What follows belongs to an exercise in optimizing a design on an open flow for small area, a short achievable clock period and few clock cycles per item; a production flow would make more cautious choices.
Only simulation tests tie the RTL to the original design; equivalence was not proved.

==> design/flow/design.v <==
package risc_constants;
    localparam int unsigned FN_W = 6;
    typedef logic [FN_W-1:0] alu_fn_t;
    localparam alu_fn_t alu_ADD    = 6'h00;
    localparam alu_fn_t alu_SUB    = 6'h01;
    localparam alu_fn_t alu_AND    = 6'h02;
    localparam alu_fn_t alu_OR     = 6'h03;
    localparam alu_fn_t alu_XOR    = 6'h04;
    localparam alu_fn_t alu_XNOR   = 6'h05;
    localparam alu_fn_t alu_A      = 6'h06;
    localparam alu_fn_t alu_SHL    = 6'h07;
    localparam alu_fn_t alu_SHR    = 6'h08;
    localparam alu_fn_t alu_SRA    = 6'h09;
    localparam alu_fn_t alu_CMPEQ  = 6'h0A;
    localparam alu_fn_t alu_CMPLT  = 6'h0B;
    localparam alu_fn_t alu_CMPLE  = 6'h0C;
    localparam alu_fn_t alu_MUL    = 6'h0D;
    localparam alu_fn_t alu_DIV    = 6'h0E;
    localparam alu_fn_t alu_CMPLTU = 6'h10;
    localparam alu_fn_t alu_REM    = 6'h11;
    typedef struct packed {
        logic div_zero;
        logic illegal_fn;
    } alu_flags_t;
endpackage
module alu_div_iter (
    input  logic [31:0] x,
    input  logic [7:0]  y,
    input  logic        yl,
    input  logic [31:0] zs,
    input  logic [31:0] zc,
    output logic [31:0] s,
    output logic [31:0] c
);
    logic [8:0]  yy;
    logic [31:0] row [0:3];
    logic [3:0]  neg;
    assign yy = {y, yl};
    always_comb begin
        for (int j = 0; j < 4; j++) begin
            logic h, m, l, one, two;
            h      = yy[2*j+2];
            m      = yy[2*j+1];
            l      = yy[2*j];
            one    = m ^ l;
            two    = (h & !m & !l) | (!h & m & l);
            neg[j] = h & !(m & l);
            row[j] = ((({32{one}} & x) | ({32{two}} & {x[30:0], 1'b0})) << (2*j)) ^ {32{neg[j]}};
        end
    end
    function automatic logic [31:0] maj(input logic [31:0] p, input logic [31:0] q, input logic [31:0] r);
        maj = (p & q) | (p & r) | (q & r);
    endfunction
    logic [31:0] s1, c1, s2, c2, s3, c3, m1, m2, m3, m4;
    always_comb begin
        s1 = zs ^ zc ^ row[0];
        m1 = maj(zs, zc, row[0]);
        c1 = {m1[30:0], neg[0]};
        s2 = row[1] ^ row[2] ^ row[3];
        m2 = maj(row[1], row[2], row[3]);
        c2 = {m2[30:0], neg[1]};
        s3 = s1 ^ c1 ^ s2;
        m3 = maj(s1, c1, s2);
        c3 = {m3[30:0], neg[2]};
        s  = s3 ^ c3 ^ c2;
        m4 = maj(s3, c3, c2);
        c  = {m4[30:0], neg[3]};
    end
endmodule
module alu_mc
#(
    parameter int unsigned WIDTH  = 32,
    parameter int unsigned DIV_EN = 1
) (
    input  logic             clk,
    input  logic             rst_n,
    input  logic             in_valid,
    output logic             in_ready,
    input  logic [WIDTH-1:0] a,
    input  logic [WIDTH-1:0] b,
    input  logic [risc_constants::FN_W-1:0] fn,
    output logic             out_valid,
    input  logic             out_ready,
    output logic [WIDTH-1:0] result,
    output logic             div_zero,
    output logic             illegal_fn
);
    localparam int U_IDLE = 0, U_WAIT = 1, U_MUL = 2, U_MFIN = 3, U_ALIGN = 4,
                   U_DIV = 5, U_CORR = 6, U_FIN = 7;
    logic        iv_q, in_ready_q;
    logic [31:0] ia_q;
    logic [32:0] ib_q;
    logic        sel_add, sel_log, sel_shl, sel_shr, sel_eq, sel_lt, sel_ltu, sel_le, sel_il;
    logic [3:0]  lut_q;
    logic        sub_q, sra_q, long_q, mul_q, rem_q;
    logic [4:0]  ma_q, mb_q;
    logic        triv_q, bz_q, sa_q, sd_q, negq_q;
    logic        rv_q, zv_q, hd_q, ov_q;
    logic [31:0] r_q, z_q;
    logic        rdz_q, ril_q, zdz_q, zil_q;
    logic [7:0]  u_q;
    logic [31:0] zc_q;
    logic        ovl_q, mfirst_q;
    logic [4:0]  cnt_q;
    logic        dlast_q, dsub_q;
    logic accept, pop;
    assign accept = in_valid && in_ready_q;
    assign pop    = ov_q && out_ready;
    function automatic logic [31:0] therm(input logic [31:0] v);
        therm[31] = v[31];
        for (int i = 30; i >= 0; i--) therm[i] = therm[i+1] | v[i];
    endfunction
    function automatic logic [4:0] tenc(input logic [31:0] t);
        logic [32:0] tt;
        tt = {1'b0, t};
        for (int k = 0; k < 5; k++) begin
            tenc[k] = 1'b0;
            for (int j = 0; (1 << k) * (2 * j + 1) < 32; j++)
                tenc[k] = tenc[k] | (tt[(1 << k) * (2 * j + 1)] & !tt[(1 << (k + 1)) * (j + 1)]);
        end
    endfunction
    function automatic logic negpow2(input logic [31:0] v);
        negpow2 = v[31] && ((~v[31:1] & v[30:0]) == 31'd0);
    endfunction
    logic m_mul, m_mfin, m_align, m_div, m_corr, m_fin;
    assign m_mul   = u_q[U_MUL];
    assign m_mfin  = u_q[U_MFIN];
    assign m_align = u_q[U_ALIGN];
    assign m_div   = u_q[U_DIV];
    assign m_corr  = u_q[U_CORR];
    assign m_fin   = u_q[U_FIN];
    logic [32:0] csum;
    logic        ltu, lts, eq;
    logic [31:0] lg;
    logic [31:0] sh_in, sh_out, sh_rev;
    logic [32:0] sh_wide;
    logic [4:0]  sh_amt, n_q;
    logic [31:0] e;
    assign ltu   = !csum[32];
    assign lts   = (ia_q[31] ^ ib_q[31]) ? ia_q[31] : ltu;
    assign eq    = (lg == 32'hFFFF_FFFF);      
    always_comb begin
        for (int i = 0; i < 32; i++)
            lg[i] = ia_q[i] ? (ib_q[i] ? lut_q[3] : lut_q[2]) : (ib_q[i] ? lut_q[1] : lut_q[0]);
    end
    assign n_q = ma_q - mb_q;
    always_comb begin
        for (int i = 0; i < 32; i++)
            sh_in[i] = m_align ? ib_q[31-i] : (sel_shl ? ia_q[31-i] : ia_q[i]);
    end
    assign sh_amt  = m_align ? n_q : ib_q[4:0];
    assign sh_wide = $signed({sra_q & ia_q[31] & !m_align, sh_in}) >>> sh_amt;
    assign sh_out  = sh_wide[31:0];
    always_comb begin
        for (int i = 0; i < 32; i++) sh_rev[i] = sh_out[31-i];
    end
    assign e = ({32{sel_add}} & csum[31:0])
             | ({32{sel_log}} & lg)
             | ({32{sel_shl}} & sh_rev)
             | ({32{sel_shr}} & sh_out)
             | {31'd0, (sel_eq & eq) | (sel_lt & lts) | (sel_ltu & ltu) | (sel_le & (lts | eq))};
    logic [31:0] ms, mc;
    alu_div_iter u_mul (
        .x  (ia_q),
        .y  (ib_q[7:0]),
        .yl (ovl_q),
        .zs (z_q & {32{!mfirst_q}}),
        .zc (zc_q & {32{!mfirst_q}}),
        .s  (ms),
        .c  (mc)
    );
    logic        selA_ia, selA_ib, selA_z, selA_zc, invA, alu_m, selB_D, selB_zc, eff_sub, ucin;
    logic [32:0] opA, opB;
    logic        qbit;
    assign opA  = (({33{selA_ia}} & {1'b0, ia_q}) | ({33{selA_ib}} & ib_q) | ({33{selA_z}} & {1'b0, z_q}) |
                   ({33{selA_zc}} & {1'b0, zc_q}))
                ^ {33{invA}};
    assign opB  = ({33{alu_m}}  & {1'b0, ib_q[31:0] ^ {32{sub_q}}})
                | ({33{selB_D}} & ({sd_q, ia_q} ^ {33{eff_sub}}))
                | ({33{selB_zc}} & {1'b0, zc_q});
    assign csum = opA + opB + {32'd0, ucin};
    assign qbit = !csum[32];
    logic        u_push, move, push, i_free;
    logic [31:0] push_d;
    logic        push_dz, push_il;
    assign u_push  = m_mfin || (m_align && triv_q) || m_fin;
    assign move    = iv_q && !long_q && (!(rv_q && zv_q) || out_ready);
    assign push    = move || u_push;
    assign push_d  = e;
    assign push_dz = m_align && bz_q;
    assign push_il = sel_il;
    assign i_free  = !iv_q || move || u_push;
    logic iv_d, rv_d, zv_d, hd_d, rv_p, zv_p, push_r, push_z;
    always_comb begin
        iv_d   = accept || (iv_q && !i_free);
        rv_p   = rv_q && !(pop && !hd_q);
        zv_p   = zv_q && !(pop && hd_q);
        push_r = push && !rv_p;
        push_z = push && rv_p;
        rv_d   = rv_p || push_r;
        zv_d   = zv_p || push_z;
        hd_d   = (rv_d && zv_d) ? (push ? push_r : hd_q) : zv_d;
    end
    logic [31:0] t_a, t_b;
    logic [4:0]  ma_in, mb_in;
    logic        triv_in, bz_in;
    always_comb begin
        t_a = therm(a ^ {32{a[31]}});
        t_b = therm(b ^ {32{b[31]}});
        if (negpow2(a)) t_a = {t_a[30:0], 1'b1};
        if (negpow2(b)) t_b = {t_b[30:0], 1'b1};
    end
    assign ma_in   = tenc(t_a);
    assign mb_in   = tenc(t_b);
    assign bz_in   = (b == 32'd0);
    assign triv_in = bz_in || ((t_b & ~t_a) != 32'd0);
    logic        fn_mul, fn_rem, fn_div, fn_long;
    logic        ustart, ustart_go;
    logic [7:0]  u_d;
    logic        mul_more;
    assign fn_mul  = (fn == risc_constants::alu_MUL);
    assign fn_rem  = (fn == risc_constants::alu_REM);
    assign fn_div  = (fn == risc_constants::alu_DIV) || fn_rem;
    assign fn_long = fn_mul || fn_div;
    assign ustart    = (accept && fn_long) || u_q[U_WAIT];
    assign ustart_go = ustart && !zv_d;
    assign mul_more  = !((ib_q[31:7] == 25'd0) || (ib_q[31:7] == {25{1'b1}}));
    always_comb begin
        u_d = '0;
        if (ustart) begin
            if (zv_d) u_d[U_WAIT] = 1'b1;
            else if (accept ? fn_mul : mul_q) u_d[U_MUL] = 1'b1;
            else u_d[U_ALIGN] = 1'b1;
        end else if (m_mul) begin
            if (mul_more) u_d[U_MUL] = 1'b1;
            else u_d[U_MFIN] = 1'b1;
        end else if (m_align && !triv_q) begin
            u_d[U_DIV] = 1'b1;
        end else if (m_div) begin
            if (!dlast_q) u_d[U_DIV] = 1'b1;
            else if (rem_q) u_d[U_CORR] = 1'b1;
            else u_d[U_FIN] = 1'b1;
        end else if (m_corr) begin
            u_d[U_FIN] = 1'b1;
        end else begin
            u_d[U_IDLE] = 1'b1;
        end
    end
    logic rem_n, sub_n, triv_n, bz_n, sa_n, sd_n, dsub_d, uadd_d, eff_d;
    assign rem_n  = in_ready_q ? fn_rem : rem_q;
    assign sub_n  = in_ready_q ? (fn != risc_constants::alu_ADD) : sub_q;
    assign triv_n = in_ready_q ? triv_in : triv_q;
    assign bz_n   = in_ready_q ? bz_in : bz_q;
    assign sa_n   = in_ready_q ? a[31] : sa_q;
    assign sd_n   = in_ready_q ? b[31] : sd_q;
    assign dsub_d = m_align ? 1'b1 : qbit;
    assign uadd_d = u_d[U_DIV] || u_d[U_CORR] || u_d[U_MFIN] || u_d[U_FIN];
    assign eff_d  = (u_d[U_DIV] ? dsub_d : 1'b0) ^ sd_n;
    always_ff @(posedge clk) begin
        selA_ia <= !uadd_d;
        selA_ib <= u_d[U_DIV] || u_d[U_CORR] || (u_d[U_FIN] && rem_n);
        selA_z  <= u_d[U_MFIN];
        selA_zc <= u_d[U_FIN] && !rem_n;
        invA    <= (u_d[U_ALIGN] && sa_n) || (u_d[U_FIN] && negq_q);
        alu_m   <= !uadd_d && !u_d[U_ALIGN];
        selB_D  <= u_d[U_DIV] || (u_d[U_CORR] && csum[32]);
        selB_zc <= u_d[U_MFIN];
        eff_sub <= eff_d;
        ucin    <= (!uadd_d && !u_d[U_ALIGN] && sub_n) ||
                   (u_d[U_DIV] && eff_d) || (u_d[U_CORR] && csum[32] && sd_n) ||
                   (u_d[U_ALIGN] && sa_n) || (u_d[U_FIN] && negq_q);
    end
    logic fin_next;
    assign fin_next = u_d[U_MFIN] || u_d[U_FIN] || (u_d[U_ALIGN] && triv_n);
    always_ff @(posedge clk or negedge rst_n) begin
        if (!rst_n) begin
            iv_q       <= 1'b0;
            in_ready_q <= 1'b1;
            rv_q       <= 1'b0;
            zv_q       <= 1'b0;
            hd_q       <= 1'b0;
            ov_q       <= 1'b0;
            u_q        <= 8'd1;
        end else begin
            iv_q       <= iv_d;
            in_ready_q <= !iv_d || fin_next ||
                          ((accept ? !fn_long : (iv_q && !long_q)) && !(rv_d && zv_d));
            rv_q       <= rv_d;
            zv_q       <= zv_d;
            hd_q       <= hd_d;
            ov_q       <= rv_d || zv_d;
            u_q        <= u_d;
        end
    end
    always_ff @(posedge clk) begin
        if (in_ready_q) begin
            ia_q    <= a;
            ib_q    <= {b[31], b};
            sel_add <= (fn == risc_constants::alu_ADD) || (fn == risc_constants::alu_SUB) ||
                       fn_mul || (fn_div && !triv_in);
            sel_log <= ((fn >= risc_constants::alu_AND) && (fn <= risc_constants::alu_A)) ||
                       (fn_div && triv_in);
            case (fn)
                risc_constants::alu_AND:  lut_q <= 4'b1000;
                risc_constants::alu_OR:   lut_q <= 4'b1110;
                risc_constants::alu_XOR:  lut_q <= 4'b0110;
                risc_constants::alu_XNOR: lut_q <= 4'b1001;
                risc_constants::alu_CMPEQ, risc_constants::alu_CMPLE: lut_q <= 4'b1001;
                risc_constants::alu_DIV:  lut_q <= {4{bz_in}};
                default:                  lut_q <= 4'b1100;    
            endcase
            sel_shl <= (fn == risc_constants::alu_SHL);
            sel_shr <= (fn == risc_constants::alu_SHR) || (fn == risc_constants::alu_SRA);
            sel_eq  <= (fn == risc_constants::alu_CMPEQ);
            sel_lt  <= (fn == risc_constants::alu_CMPLT);
            sel_ltu <= (fn == risc_constants::alu_CMPLTU);
            sel_le  <= (fn == risc_constants::alu_CMPLE);
            sel_il  <= !((fn <= 6'h0E) || (fn == 6'h10) || (fn == 6'h11));
            sub_q   <= (fn != risc_constants::alu_ADD);
            sra_q   <= (fn == risc_constants::alu_SRA);
            long_q  <= fn_long;
            mul_q   <= fn_mul;
            rem_q   <= fn_rem;
            ma_q    <= ma_in;
            mb_q    <= mb_in;
            triv_q  <= triv_in;
            bz_q    <= bz_in;
            sa_q    <= a[31];
            sd_q    <= b[31];
            negq_q  <= a[31] ^ (b[31] & !fn_rem);
        end else if (m_mul) begin
            ia_q    <= {ia_q[23:0], 8'd0};
            ib_q    <= {{8{ib_q[32]}}, ib_q[32:8]};
        end else if (m_align) begin
            ia_q    <= sh_rev;                    
            ib_q    <= {1'b0, csum[31:0]};        
        end else if (m_div) begin
            if (!dlast_q) ia_q <= {sd_q, ia_q[31:1]};
            ib_q    <= csum;
        end else if (m_corr) begin
            ib_q    <= csum;
        end
    end
    always_ff @(posedge clk) begin
        mfirst_q <= ustart_go;
        if (ustart_go) begin
            ovl_q <= 1'b0;
        end else if (m_mul) begin
            ovl_q <= ib_q[7];
        end
        if (m_mul) zc_q <= mc;
        else if (m_align) zc_q <= 32'd0;
        else if (m_div) zc_q <= {zc_q[30:0], qbit};
        if (m_align) begin
            cnt_q   <= n_q;
            dlast_q <= (n_q == 5'd0);
            dsub_q  <= 1'b1;
        end else if (m_div) begin
            cnt_q   <= cnt_q - 5'd1;
            dlast_q <= (cnt_q == 5'd1);
            dsub_q  <= qbit;
        end
    end
    always_ff @(posedge clk) begin
        if (push_r) begin
            r_q   <= push_d;
            rdz_q <= push_dz;
            ril_q <= push_il;
        end
        if (push_z) begin
            z_q   <= push_d;
            zdz_q <= push_dz;
            zil_q <= push_il;
        end else if (m_mul) begin
            z_q <= ms;
        end
    end
    assign in_ready   = in_ready_q;
    assign out_valid  = ov_q;
    assign result     = hd_q ? z_q : r_q;
    assign div_zero   = hd_q ? zdz_q : rdz_q;
    assign illegal_fn = hd_q ? zil_q : ril_q;
endmodule
==> design/flow/config.mk <==
export PLATFORM = sky130hd
export DESIGN_NAME = alu_mc
export DESIGN_NICKNAME = alu_mc
export VERILOG_FILES = /design/flow/design.v
export SDC_FILE = /design/flow/constraint.sdc
export NUM_CORES = 4
export LEC_CHECK = 0
export CAP_MARGIN = 20
export CORE_MARGIN = 2
export CORE_UTILIZATION = 40
export SETUP_SLACK_MARGIN = 5
export SLEW_MARGIN = 20
export TNS_END_PERCENT = 0
==> design/flow/constraint.sdc <==
create_clock -name core_clock -period 9.0 [get_ports {clk}]
set_input_delay 1.8000 -clock core_clock [delete_from_list [all_inputs] [get_ports {clk}]]
set_output_delay 1.8000 -clock core_clock [all_outputs]
set_load 0.01 [all_outputs]
==> design/flow/run.sh <==
#!/bin/bash
# synth_recipe.tcl (not shown) runs the flow's synth.tcl, then flattens the netlist and writes it again
# the make line also repeats each setting of config.mk as NAME=value (left out here)
make -C /OpenROAD-flow-scripts/flow DESIGN_CONFIG=/design/flow/config.mk WORK_HOME=/design/flow/orfs CLKGATE_MAP_FILE= SYNTH_SCRIPT=/design/flow/synth_recipe.tcl finish
==> impl_metrics.ini, run 1 <==
[worst_setup_path]
crit_path_end = z_q[26]
r2r_cells = 18
r2r-start = ia_q[0]
critPathLaunchType = flip-flop
critPathKind = flip-flop to flip-flop
crit_start = ia_q[0]
reg2reg_to = z_q[26]
cp-end-kind = flip-flop
cp.arrival_ns = 4.87
critPathRequiredTime_ns = 9.36
critical_path.max_fanout = 14
worst-r2r-setup-slack_ns = 4.49

[grt]
use_met2_pct = 54.6
grt_overflow = 0
gr-max-usage-layer = met2
grt_pass1_vias = 25900
antenna_found_initial = 1
grt_max_degree = 81
use_met1_pct = 44.3
grt_use_total_pct = 34.1
grt_use_met3_pct = 5.06
grt_pass1_wl_mm = 178

[sta]
setup_tns_ns = 0
setup_viol = 0
whs_ns = 0.488
worst_pin_slew_ns = 1.24
worst_slack_ns = 4.49
skew_ns = 0.0322
max_freq_mhz = 222
maxSlewHeadroom_pct = 17.1
hold_viol = 0
post-route-period-util_pct = 50.1
finalCriticalPeriod_ns = 4.51
rsz0062_at_grt = true
drv_slew = 0

[logic_synthesis]
syn_avg_cell_area_sq_um = 8.98
synthCells = 3033
synth-edff-count = 199
syn_area_sq_um = 27200
ys_ff_latch = 228
synth_top_area_share_pct = 21.9
yosysUniqueCellTypes = 103
ys_warn_count = 3
async_flop_share_pct = 5.70
yosys.area.top_type = edfxtp_1
synth_area_leaders = edfxtp_1 22%, fa_1 9.3%, xnor2_1 5.9%
synth-main-ff-cell = edfxtp_1
synth-seq-area-share_pct = 24.3
syn-num-nets = 3277

[cts]
numCtsBuffers = 29
clk_path_buf_depth = 3
cts_tree = yes
clk_latency_ns = 0.62
htreeDepth = 1
cts_root_buf = clkbuf_16
cts.sinks = 228
clkTransAtPathRegs_ns = 0.06

[die]
die_area_sq_um = 70200
core.rowCount = 95
start_util_pct = 40.5
core_sq_um = 67300
die_h_um = 265
die_x_um = 265
ios = 110

[routing]
wl_per_cell_um = 31.2
vias = 26300
viasPerCell = 6.66
drc_errors = 0
routed_wl_mm = 123
detail-route-antenna-nets = 0
drt_first_pass_iters = 7
drtIter0Drc = 3531

[placed_design]
place_worst_setup_slack_ns = 2.43
dp_hpwl_mm = 89.1
io_buffer_count = 109
globalplace.congestion = 1.02

[layout]
drive_gt1_share_pct = 18.1
syn2layout_area_growth_pct = 15.7
nets = 3302
layout_commonest_cell = inv_1
final_cell_mix = 232 x inv_1, 213 x nand2_1, 199 x edfxtp_1, 177 x xnor2_1, 165 x nor2_1
fillers = 6407
antennaDiodeCount = 0

[run_status]
status = complete, no violations

[flow_run]
maxCapViolCount = 0

[min_path]
hold_class = flip-flop to flip-flop
[how the worst min path moves through the flow]
stage | depth (start not counted) | startpoint | slack, ns | endpoint
after CTS | 1 | sa_q | 0.49 | sa_q
final | 1 | sa_q | 0.49 | sa_q
after global routing | 1 | sa_q | 0.51 | sa_q
after global placement | 1 | sa_q | 0.47 | sa_q
after floorplan | 0 | sel_il | 0.42 | ril_q
after detailed placement | 1 | sa_q | 0.48 | sa_q
[final cells by class]
type,instances,area [sq um],share of cell area (%)
clock inverters,18,183,0.580
multi-input cells,2268,19400,61.6
inverters,245,932,2.96
repair buffers,286,2490,7.91
well taps,873,1090,3.47
clock buffers,35,748,2.37
flip-flops and latches,228,6650,21.1
[synthesized netlist by cell type (all sizes together), types with 12 or more instances]
library cell	count
a21o	15
xor2	85
nand4	33
nor3	44
nand2b	31
xnor2	183
o221ai	27
a22o	69
nor4	25
a222oi	38
nor2	173
dfxtp	16
or2	16
or3	18
edfxtp	199
a22oi	145
mux2	105
inv	243
nand3	48
a31oi	19
and2	13
a211oi	19
o21a	12
o22ai	20
dfrtp	12
nor2b	72
buf	82
o21ai	129
o31ai	15
clkbuf	213
o211ai	27
a221oi	41
mux4	33
ha	44
a21oi	112
and3	17
fa	126
a221o	25
nand2	215
mux2i	141
[kinds of logic after synthesis]
| logic type | after synthesis | share of synthesized area [%] |
|---|---|---|
| compound gates | 816 | 22.2 |
| simple gates | 732 | 13.3 |
| buf+inv | 540 | 7.89 |
| mux | 279 | 12.4 |
| xor+xnor | 268 | 8.62 |
| flops | 228 | 24.3 |
| fa+ha+maj | 170 | 11.3 |
[sequential cells by signal, summed over array words and instances, names as in the netlist, 4 cells and up]
name / cells
ib_q: 33
ia_q: 32
r_q: 32
z_q: 32
zc_q: 32
u_q: 7
cnt_q: 5
ma_q: 5
mb_q: 5
lut_q: 4
[through the flow]
stage	area (sq um)	instances	utilization, %
after global placement	28800	3788	42.8
final	31500	3953	46.8
after detailed placement	28800	3788	42.8
after CTS	31000	3918	46.1
after global routing	31500	3953	46.8
after floorplan	27300	3033	-
[timing repair]
action | in CTS | in global routing
pin swaps | 44 | 28
setup endpoints to repair | 181 | 199
gates resized for setup | 215 | 84
gates cloned | 2 | 2
hold buffers | 0 | 0
buffers inserted | 75 | 33
[layer usage]
metal | part of all wire (%) | routed length, um
met5 | 0.0073 | 9
met4 | 6.4 | 7860
met3 | 9.1 | 11200
met2 | 46 | 56200
met1 | 39 | 48200
[critical path: stages (launching register included)]
cell and delay (ns):
edfxtp_1 0.38, buf_6 0.20, xor2_1 0.18, a222oi_1 0.22, inv_1 0.11, fa_2 0.43
inv_2 0.08, fa_2 0.23, nor2b_4 0.06, o31ai_4 0.25, a21oi_2 0.15, buf_4 0.17
o2111ai_1 0.26, nand2_1 0.15, a221oi_2 0.30, a21oi_1 0.15, xor2_2 0.24, a221o_1 0.41
mux2_2 0.28
Testbench counts, summed over its fixed seeds: cycles 274,568, ops 160,000.
==> run 2, diff against run 1 <==
--- a/design/flow/design.v
+++ b/design/flow/design.v
@@ -294,8 +294,6 @@
     end
     always_ff @(posedge clk) begin
         if (in_ready_q) begin
-            ia_q    <= a;
-            ib_q    <= {b[31], b};
             sel_add <= (fn == risc_constants::alu_ADD) || (fn == risc_constants::alu_SUB) ||
                        fn_mul || (fn_div && !triv_in);
             sel_log <= ((fn >= risc_constants::alu_AND) && (fn <= risc_constants::alu_A)) ||
@@ -328,19 +326,30 @@
             sa_q    <= a[31];
             sd_q    <= b[31];
             negq_q  <= a[31] ^ (b[31] & !fn_rem);
-        end else if (m_mul) begin
-            ia_q    <= {ia_q[23:0], 8'd0};
-            ib_q    <= {{8{ib_q[32]}}, ib_q[32:8]};
-        end else if (m_align) begin
-            ia_q    <= sh_rev;                    
-            ib_q    <= {1'b0, csum[31:0]};        
-        end else if (m_div) begin
-            if (!dlast_q) ia_q <= {sd_q, ia_q[31:1]};
-            ib_q    <= csum;
-        end else if (m_corr) begin
-            ib_q    <= csum;
         end
     end
+    logic ia_ld, ia_mul, ia_al, ia_div, ia_hold;
+    logic ib_ld, ib_mul, ib_sum, ib_hold;
+    assign ia_ld   = in_ready_q;
+    assign ia_mul  = !in_ready_q && m_mul;
+    assign ia_al   = !in_ready_q && m_align;
+    assign ia_div  = !in_ready_q && m_div && !dlast_q;
+    assign ia_hold = !(ia_ld || ia_mul || ia_al || ia_div);
+    assign ib_ld   = in_ready_q;
+    assign ib_mul  = !in_ready_q && m_mul;
+    assign ib_sum  = !in_ready_q && (m_align || m_div || m_corr);
+    assign ib_hold = !(ib_ld || ib_mul || ib_sum);
+    always_ff @(posedge clk) begin
+        ia_q <= ({32{ia_ld}}   & a)
+              | ({32{ia_mul}}  & {ia_q[23:0], 8'd0})
+              | ({32{ia_al}}   & sh_rev)                      
+              | ({32{ia_div}}  & {sd_q, ia_q[31:1]})
+              | ({32{ia_hold}} & ia_q);
+        ib_q <= ({33{ib_ld}}   & {b[31], b})
+              | ({33{ib_mul}}  & {{8{ib_q[32]}}, ib_q[32:8]})
+              | ({33{ib_sum}}  & {csum[32] & !m_align, csum[31:0]})    
+              | ({33{ib_hold}} & ib_q);
+    end
     always_ff @(posedge clk) begin
         mfirst_q <= ustart_go;
         if (ustart_go) begin
@@ -348,9 +357,9 @@
         end else if (m_mul) begin
             ovl_q <= ib_q[7];
         end
-        if (m_mul) zc_q <= mc;
-        else if (m_align) zc_q <= 32'd0;
-        else if (m_div) zc_q <= {zc_q[30:0], qbit};
+        zc_q <= ({32{m_mul}} & mc)
+              | ({32{m_div}} & {zc_q[30:0], qbit})
+              | ({32{!(m_mul || m_div || m_align)}} & zc_q);
         if (m_align) begin
             cnt_q   <= n_q;
             dlast_q <= (n_q == 5'd0);
@@ -368,12 +377,12 @@
             ril_q <= push_il;
         end
         if (push_z) begin
-            z_q   <= push_d;
             zdz_q <= push_dz;
             zil_q <= push_il;
-        end else if (m_mul) begin
-            z_q <= ms;
         end
+        z_q <= ({32{push_z}} & push_d)
+             | ({32{m_mul && !push_z}} & ms)
+             | ({32{!(push_z || m_mul)}} & z_q);
     end
     assign in_ready   = in_ready_q;
     assign out_valid  = ov_q;
==> run 2 against run 1 <==
  * Still clean on timing, DRC and antenna
  * Fmax rose by 5.9%
  * Worst hold slack improved by 0.0018 ns
  * Critical path depth shrank 8
  * Clock skew up 0.011 ns
  * Area after synthesis grew 0.13%
  * Sequential cell count is the same
  * Setup slack improved by 0.25 ns
  * Critical path type unchanged
  * Largest cell class unchanged
==> impl_metrics.ini, run 2 <==
[run_status]
status = complete, no violations

[flow_run]
maxCapViolCount = 0

[worst_setup_path]
cpMaxStageDelayCell = a222oi_1
crit_path_max_incr_delay_ns = 0.72
cp-end-kind = flip-flop
critPathKind = flip-flop to flip-flop
crit_chain = clkbuf_8, mux2_2, mux2i_2, o22ai_1, mux4_2, o21a_1, a22oi_1, inv_1, a222oi_1, o21ai_0
cp.arrival_ns = 4.72
critPathRequiredTime_ns = 9.46
critPathLaunchType = flip-flop
critical_path.max_fanout = 58

[grt]
grt_use_total_pct = 36.2
antenna_found_initial = 1
grt_overflow = 0
grt_pass1_wl_mm = 190
grt_max_degree = 68
grt_pass1_vias = 27200

[logic_synthesis]
yosys.area.top_type = dfxtp_1
synth_area_leaders = dfxtp_1 11%, fa_1 9.2%, edfxtp_1 7.7%
synthCells = 3306
syn_avg_cell_area_sq_um = 8.25
ys_warn_count = 3
synth-edff-count = 70
yosysUniqueCellTypes = 105
async_flop_share_pct = 5.70
syn-num-nets = 3550
syn_area_sq_um = 27300
synth_most_common_cell = nand2_1
synth-seq-area-share_pct = 19.5
synth_top_area_share_pct = 10.6
synth_commonest_cells = 289 x nand2_1, 260 x clkbuf_1, 182 x inv_1
synth-main-ff-cell = dfxtp_1
ys_ff_latch = 228

[die]
core_sq_um = 67400
ios = 110
core.rowCount = 95
die_area_sq_um = 70300
start_util_pct = 40.5
die_x_um = 265
die_h_um = 265

[routing]
vias = 28700
drt_first_pass_iters = 12
drc_errors = 0
wl_per_cell_um = 31.5
viasPerCell = 6.87
routed_wl_mm = 132
detail-route-antenna-nets = 0
drtIter0Drc = 4365

[sta]
maxSlewHeadroom_pct = 19.2
finalCriticalPeriod_ns = 4.26
skew_ns = 0.0435
setup_viol = 0
setup_tns_ns = 0
max_freq_mhz = 235
drv_slew = 0
worst_pin_slew_ns = 1.21
rsz0062_at_grt = true
whs_ns = 0.490
hold_viol = 0
post-route-period-util_pct = 47.4

[layout]
antennaDiodeCount = 0
utilization_pct = 47.2
nets = 3529
largest_register_ffs = 33
fillers = 6604
layout_commonest_cell = nand2_1
syn2layout_area_growth_pct = 16.6
final_cell_mix = 285 x nand2_1, 178 x inv_1, 173 x xnor2_1, 158 x a22oi_1, 154 x nor2_1
max_flop_register = ib_q
drive_gt1_share_pct = 18.8

[placed_design]
io_buffer_count = 109
dp_hpwl_mm = 94.1
globalplace.congestion = 1.03

[cts]
clk_latency_ns = 0.64
numCtsBuffers = 30
clkTransAtPathRegs_ns = 0.06
htreeDepth = 1
cts_tree = yes
clk_path_buf_depth = 3
cts_root_buf = clkbuf_16
cts_hold_buf = 0
cts.sinks = 228

[min_path]
hold_class = flip-flop to flip-flop
-- run 2: changes by cell type in the layout (fill, tap and decap cells not counted), moves of 23 or more --
| cell | before | now |
|---|---|---|
| dfxtp_1 | 10 | 129 |
| nand2_1 | 213 | 285 |
| inv_1 | 232 | 178 |
| dlygate4sd2_1 | 36 | 12 |
| mux2i_1 | 133 | 55 |
| edfxtp_1 | 199 | 70 |
| o21ai_0 | 108 | 150 |
| a221oi_1 | 34 | 57 |
| a22o_1 | 69 | 44 |
| a211oi_1 | 12 | 36 |
| o211ai_1 | 25 | 79 |
-- run 2: cells by family after synthesis --
group	count (synthesis)	share of synthesized area, %
xor gates and xnor gates	266	8.57
and+or+nand+nor	888	16.2
buffers and inverters	535	7.67
DFF	228	19.5
AOI/OAI and AO/OA	1047	28.3
muxes	172	8.48
adders and majority gates	170	11.3
-- run 2: metal layers --
layer | vias to the layer above | share of wire (%) | track usage [%]
li1 | 12200 | - | -
met5 | - | 0.014 | 0
met2 | 2124 | 43 | 55.9
met3 | 484 | 12 | 8.20
met1 | 13900 | 38 | 46.6
met4 | 2 | 7.3 | 20.4
-- run 2: stage by stage --
step / setup WS (ns) / instances / instance area [sq um]
finish: 4.74 / 4182 / 31800
global route: 4.75 / 4182 / 31800
CTS: 4.80 / 4144 / 31000
detailed placement: 3.22 / 4038 / 28900
global placement: 3.25 / 4038 / 28900
floorplan: 4.35 / 3306 / 27300
-- run 2: worst max-delay path, delay by kind of cell (launching register included) --
kind	cells	cell delay, ns
compound gates	5	1.67
buf+inv	2	0.64
flops	1	0.34
mux	3	1.37
-- run 2: worst paths after layout --
kind | startpoint | to | slack (ns) | cells past startpoint
setup / recovery | sel_shl | ia_q[27] | 4.74 | 10
hold reg to reg | ia_q[23] | ia_q[23] | 0.49 | 2
min in group asynchronous | rst_n | u_q[6] | 1.60 | 1
setup reg to reg | sel_shl | ia_q[27] | 4.74 | 10
max in group asynchronous | rst_n | u_q[2] | 6.87 | 1
hold / removal | ia_q[23] | ia_q[23] | 0.49 | 2
-- run 2: timing repair --
| item | 4_1_cts | 5_1_grt |
|---|---|---|
| resized for setup | 294 | 216 |
| setup endpoints to repair | 158 | 131 |
| setup buffers | 40 | 33 |
| pin swaps | 44 | 47 |
| gates cloned | 10 | 5 |
-- run 2: final cells by class --
cell class	count	area (sq um)	share of cell area, %
Clock buffer	40	818	2.57
Sequential cell	228	5370	16.9
Inverter	190	739	2.33
Clock inverter	16	131	0.413
Tap cell	873	1090	3.44
Multi-Input combinational cell	2550	21100	66.3
Timing Repair Buffer	285	2570	8.09
Testbench counts of run 2, summed over its fixed seeds: cycles 274,568, ops 160,000.
==> run 3, diff against run 2 <==
--- a/design/flow/design.v
+++ b/design/flow/design.v
@@ -154,8 +154,11 @@
     always_comb begin
         for (int i = 0; i < 32; i++) sh_rev[i] = sh_out[31-i];
     end
-    assign e = ({32{sel_add}} & csum[31:0])
-             | ({32{sel_log}} & lg)
+    logic e_add, e_log;
+    assign e_add = sel_add && !(m_align && triv_q);
+    assign e_log = sel_log || (m_align && triv_q);
+    assign e = ({32{e_add}} & csum[31:0])
+             | ({32{e_log}} & lg)
              | ({32{sel_shl}} & sh_rev)
              | ({32{sel_shr}} & sh_out)
              | {31'd0, (sel_eq & eq) | (sel_lt & lts) | (sel_ltu & ltu) | (sel_le & (lts | eq))};
@@ -294,10 +297,8 @@
     end
     always_ff @(posedge clk) begin
         if (in_ready_q) begin
-            sel_add <= (fn == risc_constants::alu_ADD) || (fn == risc_constants::alu_SUB) ||
-                       fn_mul || (fn_div && !triv_in);
-            sel_log <= ((fn >= risc_constants::alu_AND) && (fn <= risc_constants::alu_A)) ||
-                       (fn_div && triv_in);
+            sel_add <= (fn == risc_constants::alu_ADD) || (fn == risc_constants::alu_SUB) || fn_long;
+            sel_log <= (fn >= risc_constants::alu_AND) && (fn <= risc_constants::alu_A);
             case (fn)
                 risc_constants::alu_AND:  lut_q <= 4'b1000;
                 risc_constants::alu_OR:   lut_q <= 4'b1110;
@@ -371,11 +372,9 @@
         end
     end
     always_ff @(posedge clk) begin
-        if (push_r) begin
-            r_q   <= push_d;
-            rdz_q <= push_dz;
-            ril_q <= push_il;
-        end
+        r_q   <= ({32{push_r}} & push_d) | ({32{!push_r}} & r_q);
+        rdz_q <= (push_r & push_dz) | (!push_r & rdz_q);
+        ril_q <= (push_r & push_il) | (!push_r & ril_q);
         if (push_z) begin
             zdz_q <= push_dz;
             zil_q <= push_il;
==> run 3 against run 2 <==
  * Still clean on timing, DRC and antenna
  * Final area decreased by 3.0%
  * Fmax increased by 0.68%
  * Synthesized cell count decreased by 4.5%
  * Setup slack improved by 0.029 ns
  * Routed wire length decreased by 2.2%
  * Area after synthesis decreased by 2.6%
  * Critical path depth unchanged
  * Largest cell class unchanged
==> impl_metrics.ini, run 3 <==
[layout]
syn2layout_area_growth_pct = 16.1
fillers = 6309
final_cell_mix = 242 x nand2_1, 182 x nor2_1, 176 x xnor2_1, 164 x inv_1, 160 x a22oi_1
layout.cells.non_filler = 3993
drive_gt1_share_pct = 17.7
nets = 3347
layout_commonest_cell = nand2_1

[worst_setup_path]
critPathKind = primary input to flip-flop
crit_path_max_incr_delay_ns = 0.48
cp-end-kind = flip-flop
critPathRequiredTime_ns = 9.37
crit_chain = dlygate4sd2_1, and3_1, a21oi_1, nor4b_4, nand3b_1, inv_1, o311a_1, o22a_1, nand3_1, or3_1
cp.arrival_ns = 4.61
critical_path.max_fanout = 8
critPathLaunchType = primary input
cpMaxStageDelayCell = dlygate4sd2_1

[sta]
rsz0062_at_grt = true
finalCriticalPeriod_ns = 4.23
max_freq_mhz = 236
whs_ns = 0.460
setup_tns_ns = 0
setup_viol = 0
hold_viol = 0
post-route-period-util_pct = 47.0
worst_pin_slew_ns = 1.22
skew_ns = 0.0241
maxSlewHeadroom_pct = 18.7
drv_slew = 0

[flow_run]
maxCapViolCount = 0

[routing]
drc_errors = 0
drtIter0Drc = 4155
top_layer_used = met5
wl_met1_mm = 49.3
viasPerCell = 6.84
routed_wl_mm = 129
vias = 27300
met3_length_mm = 14.1
met2_length_mm = 54.9
wl_per_cell_um = 32.2
drt_first_pass_iters = 8
detail-route-antenna-nets = 0

[logic_synthesis]
synth_most_common_cell = clkbuf_1
async_flop_share_pct = 5.70
synthSimpleGateAreaFrac_pct = 15.2
synth_area_leaders = dfxtp_1 11%, fa_1 9.5%, edfxtp_1 7.9%
synth-edff-count = 70
synth-main-ff-cell = dfxtp_1
syn-num-nets = 3401
ys_ff_latch = 228
synth-seq-area-share_pct = 20.1
synth_compound_area_share_pct = 25.8
synth_xor_area_share_pct = 9.03
synth_fa_ha_area_share_pct = 11.6
synthMuxAreaShare_pct = 10.9
yosys.area.top_type = dfxtp_1
syn_area_sq_um = 26600
synth_top_family_by_area = compound AO/OA/AOI/OAI gates
synth_commonest_cells = 268 x clkbuf_1, 244 x nand2_1, 193 x nor2_1
ys_warn_count = 3
synth_top_area_share_pct = 10.9
synthCells = 3157
yosysUniqueCellTypes = 105
syn_avg_cell_area_sq_um = 8.42

[grt]
grt_pass1_wl_mm = 184
grt_use_total_pct = 36.5
grt_overflow = 0
grt_pass1_vias = 26200
grt_max_degree = 76
antenna_found_initial = 3

[die]
ios = 110
die_h_um = 262
die_area_sq_um = 68500
core_sq_um = 65700
start_util_pct = 40.4
core.rowCount = 94
die_x_um = 262

[cts]
clk_path_buf_depth = 3
cts.sinks = 228
numCtsBuffers = 30
clk_latency_ns = 0.63
cts_tree = yes
clkTransAtPathRegs_ns = 0.06
cts_root_buf = clkbuf_16
htreeDepth = 1

[placed_design]
dpl.cell_count = 3879
globalplace.congestion = 1.06
dp_hpwl_mm = 90.1
io_buffer_count = 109

[min_path]
hold_class = flip-flop to flip-flop

[run_status]
status = complete, no violations
-- run 3: final cells by class --
class                      instances  area, sq um  area share [%]
multi-input combinational       2424        20300            65.7
sequential                       228         5390            17.5
timing repair buffer             245         2370            7.70
tap                              864         1080            3.51
clock buffer                      38          857            2.78
inverter                         174          666            2.16
clock inverter                    18          204           0.661
antenna                            2         5.00          0.0162
-- run 3: final timing paths --
path | depth (start not counted) | to | startpoint | slack [ns]
setup / recovery | 10 | ma_q[1] | a[23] | 4.77
hold / removal | 0 | flip-flop | sel_il | 0.46
setup reg to reg | 14 | z_q[0] | ia_q[15] | 4.78
hold reg to reg | 0 | flip-flop | sel_il | 0.46
max in group asynchronous | 1 | hd_q | rst_n | 6.83
min in group asynchronous | 1 | zv_q | rst_n | 1.62
-- run 3: worst max-delay path, delay by kind of cell --
family          cells  cell delay [ns]
compound gates      3             0.74
buf+inv             2             0.66
simple gates        5             1.40
-- run 3: logic make-up (layout without fill, tap and decap cells) --
logic type	after synthesis	in the layout
fa+ha+maj	170	170
simple gates	820	820
buf+inv	506	475
flops	228	228
mux	239	240
compound gates	920	920
other cells	0	2
xor+xnor	274	274
-- run 3: metrics by stage --
step           area (sq um)  setup slack (ns)  util [%]
2_1_floorplan         26700              4.78         -
3_3_place_gp          28200              3.14      42.8
3_5_place_dp          28200              3.33      42.8
4_1_cts               30000              4.78      45.7
5_1_grt               30800              4.69      46.9
6_report              30800              4.77      46.9
-- run 3: metal layers --
layer | track usage, % | up-vias
met5 | 0.417 | -
met4 | 23.4 | 4
met3 | 9.27 | 504
met2 | 54.7 | 1856
met1 | 46.8 | 13500
li1 | - | 11500
-- run 3: repair_timing --
action,in CTS,in global routing
cloned,4,7
gates resized for setup,206,138
pin swaps,25,32
buffers inserted,21,22
hold buffers,0,0
endpoints found under the setup margin,185,140
Testbench counts of run 3, summed over its fixed seeds: cycles 274,568, ops 160,000.
==> run 4, diff against run 3 <==
--- a/design/flow/design.v
+++ b/design/flow/design.v
@@ -119,9 +119,6 @@
                 tenc[k] = tenc[k] | (tt[(1 << k) * (2 * j + 1)] & !tt[(1 << (k + 1)) * (j + 1)]);
         end
     endfunction
-    function automatic logic negpow2(input logic [31:0] v);
-        negpow2 = v[31] && ((~v[31:1] & v[30:0]) == 31'd0);
-    endfunction
     logic m_mul, m_mfin, m_align, m_div, m_corr, m_fin;
     assign m_mul   = u_q[U_MUL];
     assign m_mfin  = u_q[U_MFIN];
@@ -210,8 +207,7 @@
     always_comb begin
         t_a = therm(a ^ {32{a[31]}});
         t_b = therm(b ^ {32{b[31]}});
-        if (negpow2(a)) t_a = {t_a[30:0], 1'b1};
-        if (negpow2(b)) t_b = {t_b[30:0], 1'b1};
+        if (a[31]) t_a = {t_a[30:0], 1'b1};
     end
     assign ma_in   = tenc(t_a);
     assign mb_in   = tenc(t_b);
==> run 4 against run 3 <==
  * Sequential share of layout area rose by 0.55 points
  * Synthesized cell count shrank 1.0%
  * Via count shrank 1.3%
  * Global-route usage is 0.28 points lower
  * Worst hold slack better by 0.011 ns
  * Non-clock buffer count decreased by 4
==> impl_metrics.ini, run 4 <==
[run_status]
status = complete, no violations

[sta]
skew_ns = 0.0243
whs_ns = 0.471
setup_viol = 0
setup_tns_ns = 0
finalCriticalPeriod_ns = 4.28
worst_slack_ns = 4.72
post-route-period-util_pct = 47.5
maxSlewHeadroom_pct = 20.9
worst_pin_slew_ns = 1.18
drv_slew = 0
hold_viol = 0
rsz0062_at_grt = true
max_freq_mhz = 234

[die]
core.rowCount = 93
ios = 110
die_x_um = 260
start_util_pct = 40.5
die_h_um = 260
core_sq_um = 64600
die_area_sq_um = 67400

[min_path]
hold_class = flip-flop to flip-flop
min_from = sel_il
holdPathStages = 0

[worst_setup_path]
cp-end-kind = flip-flop
critical_path.max_fanout = 31
cp.arrival_ns = 4.61
critPathRequiredTime_ns = 9.34
r2r_cells = 9
r2r-start = sel_shl
worst-r2r-setup-slack_ns = 4.72
critPathKind = flip-flop to flip-flop
critPathLaunchType = flip-flop

[logic_synthesis]
synthMuxAreaShare_pct = 10.0
yosysUniqueCellTypes = 87
yosys.area.top_type = dfxtp_1
syn_area_sq_um = 26100
ys_warn_count = 3
synth-seq-area-share_pct = 20.4
synth_xor_area_share_pct = 9.08
synth_area_leaders = dfxtp_1 11%, fa_1 9.7%, edfxtp_1 8.0%
synth-edff-count = 70
syn_avg_cell_area_sq_um = 8.36
synth_commonest_cells = 300 x nand2_1, 256 x clkbuf_1, 182 x nor2_1
synthCells = 3125
synth_fa_ha_area_share_pct = 11.7
syn-num-nets = 3368
synth_compound_area_share_pct = 26.2
synth_most_common_cell = nand2_1
synthSimpleGateAreaFrac_pct = 15.2
synth_top_family_by_area = compound AO/OA/AOI/OAI gates
ys_ff_latch = 228
async_flop_share_pct = 5.70
synth_top_area_share_pct = 11.1
synth-main-ff-cell = dfxtp_1

[cts]
numCtsBuffers = 31
cts_root_buf = clkbuf_16
clk_latency_ns = 0.62
cts.sinks = 228
clkTransAtPathRegs_ns = 0.06
cts_hold_buf = 0
clk_path_buf_depth = 3
cts_tree = yes
htreeDepth = 1

[placed_design]
place_worst_setup_slack_ns = 3.56
dpl.cell_count = 3861
io_buffer_count = 109
globalplace.congestion = 1.04
dp_hpwl_mm = 91.9

[grt]
grt_max_degree = 102
antenna_found_initial = 7
grt_pass1_wl_mm = 181
grt_overflow = 0
grt_pass1_vias = 25600
grt_use_total_pct = 36.3

[layout]
final_cell_mix = 299 x nand2_1, 179 x xnor2_1, 175 x nor2_1, 168 x inv_1, 134 x o21ai_0
layout_commonest_cell = nand2_1
fillers = 6338
syn2layout_area_growth_pct = 14.0
drive_gt1_share_pct = 14.4
nets = 3317
layout.cells.non_filler = 3958

[routing]
wl_per_cell_um = 31.6
detail-route-antenna-nets = 0
drc_errors = 0
viasPerCell = 6.81
drtIter0Drc = 4136
drt_first_pass_iters = 9
vias = 27000
routed_wl_mm = 125

[flow_run]
maxCapViolCount = 0
-- run 4: critical path: stages, from the launching register on --
cell	delay (ns)
edfxtp_1	0.58
buf_4	0.36
buf_8	0.30
mux2_2	0.40
mux4_2	0.54
mux4_2	0.55
mux2_2	0.32
o21ai_0	0.52
or2_2	0.29
nand4_1	0.13
-- run 4: worst max path at each step --
stage	startpoint	to	slack [ns]	cells past startpoint
global placement	b[31]	in_ready_q	3.60	10
detailed placement	b[31]	in_ready_q	3.56	10
CTS	selB_zc	z_q[25]	4.82	14
global route	fn[4]	ucin	4.73	10
finish	sel_shl	flip-flop	4.72	9
floorplan	b[19]	in_ready_q	4.88	9
-- run 4: timing repair --
item,in CTS,in global routing
buffers inserted,24,5
pin swaps,18,13
endpoints found under the hold margin,0,0
setup endpoints to repair,174,120
gates resized for setup,93,40
cloned,4,1
-- run 4: kinds of logic after synthesis --
logic type	count (synthesis)
mux	181
compound gates	932
fa+ha+maj	169
simple gates	839
buf+inv	505
xor+xnor	271
flops	228
-- run 4: per-stage QoR --
step | utilization [%] | cell area (sq um)
final | 46.1 | 29800
after global routing | 46.1 | 29800
after CTS | 45.8 | 29600
after detailed placement | 43.3 | 28000
after global placement | 43.3 | 28000
after floorplan | - | 26300
-- run 4: layout make-up --
class	count	area, sq um	share of cell area, %
Antenna cell	5	12.5	0.0420
Clock buffer	40	840	2.82
Clock inverter	17	181	0.609
Inverter	177	672	2.26
Multi-Input combinational cell	2395	19400	65.2
Sequential cell	228	5370	18.0
Tap cell	855	1070	3.59
Timing Repair Buffer	241	2230	7.49
-- run 4: metal layers --
metal	part of all wire [%]	wire length [um]	GRT usage [%]
met1	39	48200	46.9
met4	6.1	7640	18.1
met5	0.052	65	0.926
met3	11	14400	9.40
met2	44	55000	55.9
Testbench counts of run 4, summed over its fixed seeds: cycles 278,331, ops 160,000.
==> run 5, diff against run 4 <==
--- a/design/flow/design.v
+++ b/design/flow/design.v
@@ -175,9 +175,10 @@
     assign opA  = (({33{selA_ia}} & {1'b0, ia_q}) | ({33{selA_ib}} & ib_q) | ({33{selA_z}} & {1'b0, z_q}) |
                    ({33{selA_zc}} & {1'b0, zc_q}))
                 ^ {33{invA}};
-    assign opB  = ({33{alu_m}}  & {1'b0, ib_q[31:0] ^ {32{sub_q}}})
-                | ({33{selB_D}} & ({sd_q, ia_q} ^ {33{eff_sub}}))
-                | ({33{selB_zc}} & {1'b0, zc_q});
+    assign opB  = (({33{alu_m}}  & {1'b0, ib_q[31:0]})
+                |  ({33{selB_D}} & {sd_q, ia_q})
+                |  ({33{selB_zc}} & {1'b0, zc_q}))
+                ^ {!alu_m && eff_sub, {32{eff_sub}}};
     assign csum = opA + opB + {32'd0, ucin};
     assign qbit = !csum[32];
     logic        u_push, move, push, i_free;
@@ -264,7 +265,8 @@
         alu_m   <= !uadd_d && !u_d[U_ALIGN];
         selB_D  <= u_d[U_DIV] || (u_d[U_CORR] && csum[32]);
         selB_zc <= u_d[U_MFIN];
-        eff_sub <= eff_d;
+        eff_sub <= (!uadd_d && !u_d[U_ALIGN]) ? sub_n :
+                   (u_d[U_DIV] || (u_d[U_CORR] && csum[32])) ? eff_d : 1'b0;
         ucin    <= (!uadd_d && !u_d[U_ALIGN] && sub_n) ||
                    (u_d[U_DIV] && eff_d) || (u_d[U_CORR] && csum[32] && sd_n) ||
                    (u_d[U_ALIGN] && sa_n) || (u_d[U_FIN] && negq_q);
--- a/design/flow/config.mk
+++ b/design/flow/config.mk
@@ -7,7 +7,7 @@
 export LEC_CHECK = 0
 export CAP_MARGIN = 20
 export CORE_MARGIN = 2
-export CORE_UTILIZATION = 40
+export CORE_UTILIZATION = 50
 export SETUP_SLACK_MARGIN = 5
 export SLEW_MARGIN = 20
 export TNS_END_PERCENT = 0
==> run 5 against run 4 <==
  * Still clean
  * Die area shrank 23%
  * Final cell count decreased by 9.5%
  * Global-route usage grew 5.1 points
  * Final area is 4.7% lower
  * Clock-buffer cell count shrank 9
  * Non-clock buffer count is 12 lower
==> impl_metrics.ini, run 5 <==
[sta]
skew_ns = 0.0236
max_freq_mhz = 239
setup_viol = 0
post-route-period-util_pct = 46.6
maxSlewHeadroom_pct = 23.9
worst_pin_slew_ns = 1.14
hold_viol = 0
finalCriticalPeriod_ns = 4.19
drv_slew = 0
rsz0062_at_grt = true
setup_tns_ns = 0
whs_ns = 0.491

[worst_setup_path]
r2r-start = u_q[4]
worst-r2r-setup-slack_ns = 4.82
critPathRequiredTime_ns = 9.53
cp-end-kind = flip-flop
reg2reg_to = z_q[15]
crit_chain = clkdlybuf4s50_1, nor3_4, nand2_1, a221o_1, nor3b_2, o32ai_1, a222oi_1, a21oi_1, a21o_1
critical_path.max_fanout = 7
cpMaxStageDelayCell = a222oi_1
critPathKind = primary input to flip-flop
crit_path_max_incr_delay_ns = 0.64
critPathLaunchType = primary input
cp.arrival_ns = 4.72
r2r_cells = 11

[logic_synthesis]
synth_top_area_share_pct = 11.6
synth-main-ff-cell = dfxtp_1
yosys.area.top_type = dfxtp_1
ys_warn_count = 3
ys_ff_latch = 228
syn-num-nets = 3180
syn_avg_cell_area_sq_um = 8.51
yosysUniqueCellTypes = 84
synth_area_leaders = dfxtp_1 12%, fa_1 10%, edfxtp_1 8.4%
synth-seq-area-share_pct = 21.3
synth-edff-count = 70
synthCells = 2937
syn_area_sq_um = 25000
synth_most_common_cell = clkbuf_1
synth_commonest_cells = 242 x clkbuf_1, 223 x nand2_1, 209 x xnor2_1
async_flop_share_pct = 5.70

[layout]
drive_gt1_share_pct = 14.7
nets = 3137
final_cell_mix = 222 x nand2_1, 205 x xnor2_1, 161 x nor2_1, 159 x o21ai_0, 143 x inv_1
layout_commonest_cell = nand2_1
syn2layout_area_growth_pct = 13.6

[placed_design]
io_buffer_count = 109
globalplace.congestion = 1.04
dp_hpwl_mm = 79.1

[min_path]
worst_hold_path.endpoint = zil_q
hold_class = flip-flop to flip-flop
holdPathStages = 0
min_from = sel_il

[cts]
cts_tree = yes
htreeDepth = 1
clkTransAtPathRegs_ns = 0.07
clk_latency_ns = 0.61
cts.sinks = 228
numCtsBuffers = 27
clk_path_buf_depth = 3
cts_root_buf = clkbuf_16
cts_hold_buf = 0

[die]
die_h_um = 228
ios = 110
core.rowCount = 81
die_x_um = 228
core_sq_um = 49200
start_util_pct = 50.9
die_area_sq_um = 51800

[grt]
gr-max-usage-layer = met2
grt_pass1_vias = 23900
grt_use_total_pct = 41.4
use_met2_pct = 61.3
antenna_found_initial = 3
grt_use_met3_pct = 11.2
grt_overflow = 0
use_met1_pct = 56.1
grt_pass1_wl_mm = 159
grt_max_degree = 98

[routing]
vias = 25600
detail-route-antenna-nets = 0
viasPerCell = 7.15
drt_first_pass_iters = 18
drc_errors = 0
drtIter0Drc = 4409
routed_wl_mm = 111
wl_per_cell_um = 30.9

[flow_run]
maxCapViolCount = 0

[run_status]
status = complete, no violations
run 5: per-stage QoR:
step	instances	instance area [sq um]	worst slack [ns]	util, %
CTS	3541	27500	4.69	55.9
floorplan	2937	25000	4.90	-
global route	3579	28400	4.67	57.8
detailed placement	3487	26400	3.31	53.8
finish	3582	28400	4.81	57.8
global placement	3487	26400	3.41	53.8
run 5: worst max-delay path by stage:
stage / from / depth (start not counted) / to / slack (ns)
after floorplan: b[19] / 10 / in_ready_q / 4.90
after global placement: b[31] / 11 / in_ready_q / 3.41
after detailed placement: b[31] / 11 / in_ready_q / 3.31
after CTS: selB_zc / 17 / z_q[24] / 4.69
after global routing: a[30] / 12 / ma_q[0] / 4.67
final: b[13] / 9 / in_ready_q / 4.81
run 5: layer usage:
layer / vias up / wire length [um]
li1: 10800 / -
met1: 12500 / 43400
met2: 1852 / 46500
met3: 399 / 13900
met4: 6 / 6980
met5: - / 61
run 5: cell type report:
| cell class | count | area, sq um |
|---|---|---|
| Clock buffer | 31 | 737 |
| Inverter | 154 | 592 |
| Sequential cell | 228 | 5370 |
| Timing Repair Buffer | 229 | 2200 |
| Multi-Input combinational cell | 2254 | 18500 |
| Tap cell | 664 | 831 |
| Fill cell | 4493 | 20800 |
| Antenna cell | 3 | 7.51 |
| Clock inverter | 19 | 121 |
run 5: logic make-up (layout without fill, tap and decap cells):
logic type	after synthesis	after routing	share of synthesized area (%)
other cells	0	3	0
simple gates	763	763	15.1
fa+ha+maj	170	170	12.3
compound gates	915	916	26.9
xor+xnor	233	233	8.16
mux	171	172	9.27
buf+inv	457	433	7.06
flops	228	228	21.3
run 5: worst max-delay path, delay by kind of cell:
kind / cells / cell delay, ns
buffers and inverters: 1 / 0.62
AO/OA/AOI/OAI: 5 / 1.61
AND/OR/NAND/NOR: 3 / 0.68
run 5: what timing repair did:
item / in CTS / in global routing
endpoints found under the setup margin: 166 / 162
buffers inserted: 4 / 30
cloned: 0 / 6
gates resized for setup: 46 / 147
hold endpoints to repair: 0 / 0
pin swaps: 5 / 49
Testbench counts of run 5, summed over its fixed seeds: cycles 278,331, ops 160,000.
==> run 6, diff against run 5 <==
--- a/design/flow/config.mk
+++ b/design/flow/config.mk
@@ -7,7 +7,7 @@
 export LEC_CHECK = 0
 export CAP_MARGIN = 20
 export CORE_MARGIN = 2
-export CORE_UTILIZATION = 50
+export CORE_UTILIZATION = 40
 export SETUP_SLACK_MARGIN = 5
 export SLEW_MARGIN = 20
 export TNS_END_PERCENT = 0
==> run 6 against run 5 <==
  * Final cell count is 5.0% higher
  * Critical endpoint is now z_q[19]
  * Still clean
  * Synthesized cell count unchanged
  * Die area rose by 25%
  * Via count rose by 0.92%
  * Worst hold slack better by 0.0066 ns
==> impl_metrics.ini, run 6 <==
[run_status]
status = complete, no violations

[cts]
cts.sinks = 228
htreeDepth = 1
numCtsBuffers = 31
cts_root_buf = clkbuf_16
clk_latency_ns = 0.63
clk_path_buf_depth = 3
cts_hold_buf = 0
cts_tree = yes
clkTransAtPathRegs_ns = 0.06

[layout]
nets = 3141
utilization_pct = 46.6
drive_gt1_share_pct = 13.9
syn2layout_area_growth_pct = 15.0
layout_commonest_cell = nand2_1
final_cell_mix = 221 x nand2_1, 203 x xnor2_1, 166 x nor2_1, 155 x o21ai_0, 146 x inv_1

[grt]
use_met2_pct = 53.3
grt_pass1_vias = 24400
grt_max_degree = 92
grt_use_met3_pct = 7.99
grt_use_total_pct = 35.7
grt_overflow = 0
antenna_found_initial = 2
use_met1_pct = 46.9
grt_pass1_wl_mm = 170
gr-max-usage-layer = met2

[routing]
drtIter0Drc = 3751
vias = 25800
wl_per_cell_um = 31.4
viasPerCell = 6.87
routed_wl_mm = 118
detail-route-antenna-nets = 0
drc_errors = 0
drt_first_pass_iters = 9

[min_path]
hold_class = flip-flop to flip-flop

[die]
ios = 110
die_area_sq_um = 64500
die_x_um = 254
die_h_um = 254
start_util_pct = 40.5
core_sq_um = 61700
core.rowCount = 91

[logic_synthesis]
yosysUniqueCellTypes = 84
ys_warn_count = 3
synthCells = 2937
async_flop_share_pct = 5.70
synth_area_leaders = dfxtp_1 12%, fa_1 10%, edfxtp_1 8.4%
synth-main-ff-cell = dfxtp_1
ys_ff_latch = 228
synth_top_area_share_pct = 11.6
synth_commonest_cells = 242 x clkbuf_1, 223 x nand2_1, 209 x xnor2_1
syn-num-nets = 3180
synth-seq-area-share_pct = 21.3
synth-edff-count = 70
syn_area_sq_um = 25000
yosys.area.top_type = dfxtp_1
syn_avg_cell_area_sq_um = 8.51
synth_most_common_cell = clkbuf_1

[worst_setup_path]
critPathLaunchType = flip-flop
critPathKind = flip-flop to flip-flop
critPathRequiredTime_ns = 9.56
cpMaxStageDelayCell = a21oi_1
worst-r2r-setup-slack_ns = 4.82
cp-end-kind = flip-flop
cp.arrival_ns = 4.74
crit_path_max_incr_delay_ns = 0.61
crit_chain = ha_1, inv_1, fa_2, mux2i_2, buf_12, mux2i_1, o21ai_0, o21ai_0, mux2i_1, a21oi_1, a222oi_1, nand2_1, a21o_1
critical_path.max_fanout = 32

[placed_design]
io_buffer_count = 109
globalplace.congestion = 1.07
dp_hpwl_mm = 84.9

[sta]
max_freq_mhz = 239
post-route-period-util_pct = 46.4
maxSlewHeadroom_pct = 22.7
setup_viol = 0
finalCriticalPeriod_ns = 4.18
drv_slew = 0
rsz0062_at_grt = true
whs_ns = 0.497
setup_tns_ns = 0
skew_ns = 0.0203
worst_pin_slew_ns = 1.16
hold_viol = 0

[flow_run]
maxCapViolCount = 0
[run 6: cell counts after synthesis]
No cell type changed its count.
[run 6: cell type report]
| type | instances | area [sq um] |
|---|---|---|
| fillers | 6041 | 33000 |
| multi-input cells | 2256 | 18500 |
| flip-flops and latches | 228 | 5370 |
| repair buffers | 227 | 2170 |
| well taps | 837 | 1050 |
| clock buffers | 43 | 882 |
| inverters | 154 | 588 |
| clock inverters | 15 | 204 |
| diodes | 2 | 5.00 |
[run 6: critical path: cells and delay by family, from the launching register on]
kind,cells,cell delay [ns]
fa+ha+maj,2,0.75
mux,3,0.76
simple gates,1,0.28
compound gates,5,1.60
buf+inv,2,0.30
flops,1,0.43
[run 6: kinds of logic after synthesis]
logic type | synth area share, %
AOI/OAI and AO/OA | 26.9
xor gates and xnor gates | 8.16
adders and majority gates | 12.3
buffers and inverters | 7.06
DFF | 21.3
muxes | 9.27
and+or+nand+nor | 15.1
[run 6: final timing paths]
kind | from | to | depth (start not counted)
setup reg to reg | mb_q[0] | z_q[19] | 13
hold reg to reg | sel_il | flip-flop | 0
max in group asynchronous | rst_n | u_q[2] | 1
setup / recovery | mb_q[0] | z_q[19] | 13
hold / removal | sel_il | flip-flop | 0
min in group asynchronous | rst_n | u_q[6] | 1
[run 6: timing repair]
item | CTS | global route
endpoints found under the setup margin | 168 | 112
pin swaps | 11 | 32
cloned | 1 | 5
gates resized for setup | 64 | 88
setup buffers | 9 | 17
hold endpoints to repair | 0 | 0
[run 6: metrics by stage]
stage / cell area (sq um) / instances / worst slack [ns]
detailed placement: 26700 / 3670 / 3.59
finish: 28700 / 3762 / 4.82
global route: 28700 / 3761 / 4.81
CTS: 28200 / 3738 / 4.79
global placement: 26700 / 3670 / 3.73
floorplan: 25000 / 2937 / 4.90
[run 6: routing by layer]
metal | vias up | routed length (um)
met5 | - | 0
met4 | 0 | 8600
met3 | 373 | 13300
met2 | 1760 | 50400
met1 | 12900 | 45900
li1 | 10800 | -

-- what the ideal ports hide --
Ports are ideal in the flow. The routed layouts listed here were re-timed in OpenROAD.
Step 1 sets driving cells, clkbuf_16 on the clock port and buf_2 on the other inputs (assumed; they add their load-dependent delay and slew).
Step 2 adds t to the input delays and takes it off the output delays; t is the mean of the earliest and latest rising clock arrival at the registers after step 1. Input paths then give back, and output paths get back, about the clock's delay inside the block.
a / b / c = no drivers / after step 1 / after step 2; a / b = the first two.
run	t (ns)	slack for setup (ns)	hold WS [ns]	slew at the worst register clock pin (ns)
run 1	0.661	4.488 / 4.488 / 3.918	0.488 / 0.488 / 0.488	0.07 / 0.07
run 2	0.680	4.738 / 4.738 / 4.145	0.490 / 0.490 / 0.490	0.06 / 0.06
run 3	0.688	4.767 / 4.776 / 4.126	0.460 / 0.460 / 0.460	0.07 / 0.07
run 4	0.680	4.723 / 4.723 / 4.212	0.471 / 0.471 / 0.471	0.07 / 0.07
run 5	0.659	4.808 / 4.790 / 4.149	0.491 / 0.491 / 0.491	0.07 / 0.07
run 6	0.682	4.825 / 4.825 / 4.314	0.497 / 0.497 / 0.497	0.07 / 0.07
After both steps every run listed still meets setup and hold. For run 5, which loses most, drivers alone change the setup slack by -0.018 ns; drivers and shift together by -0.659 ns.
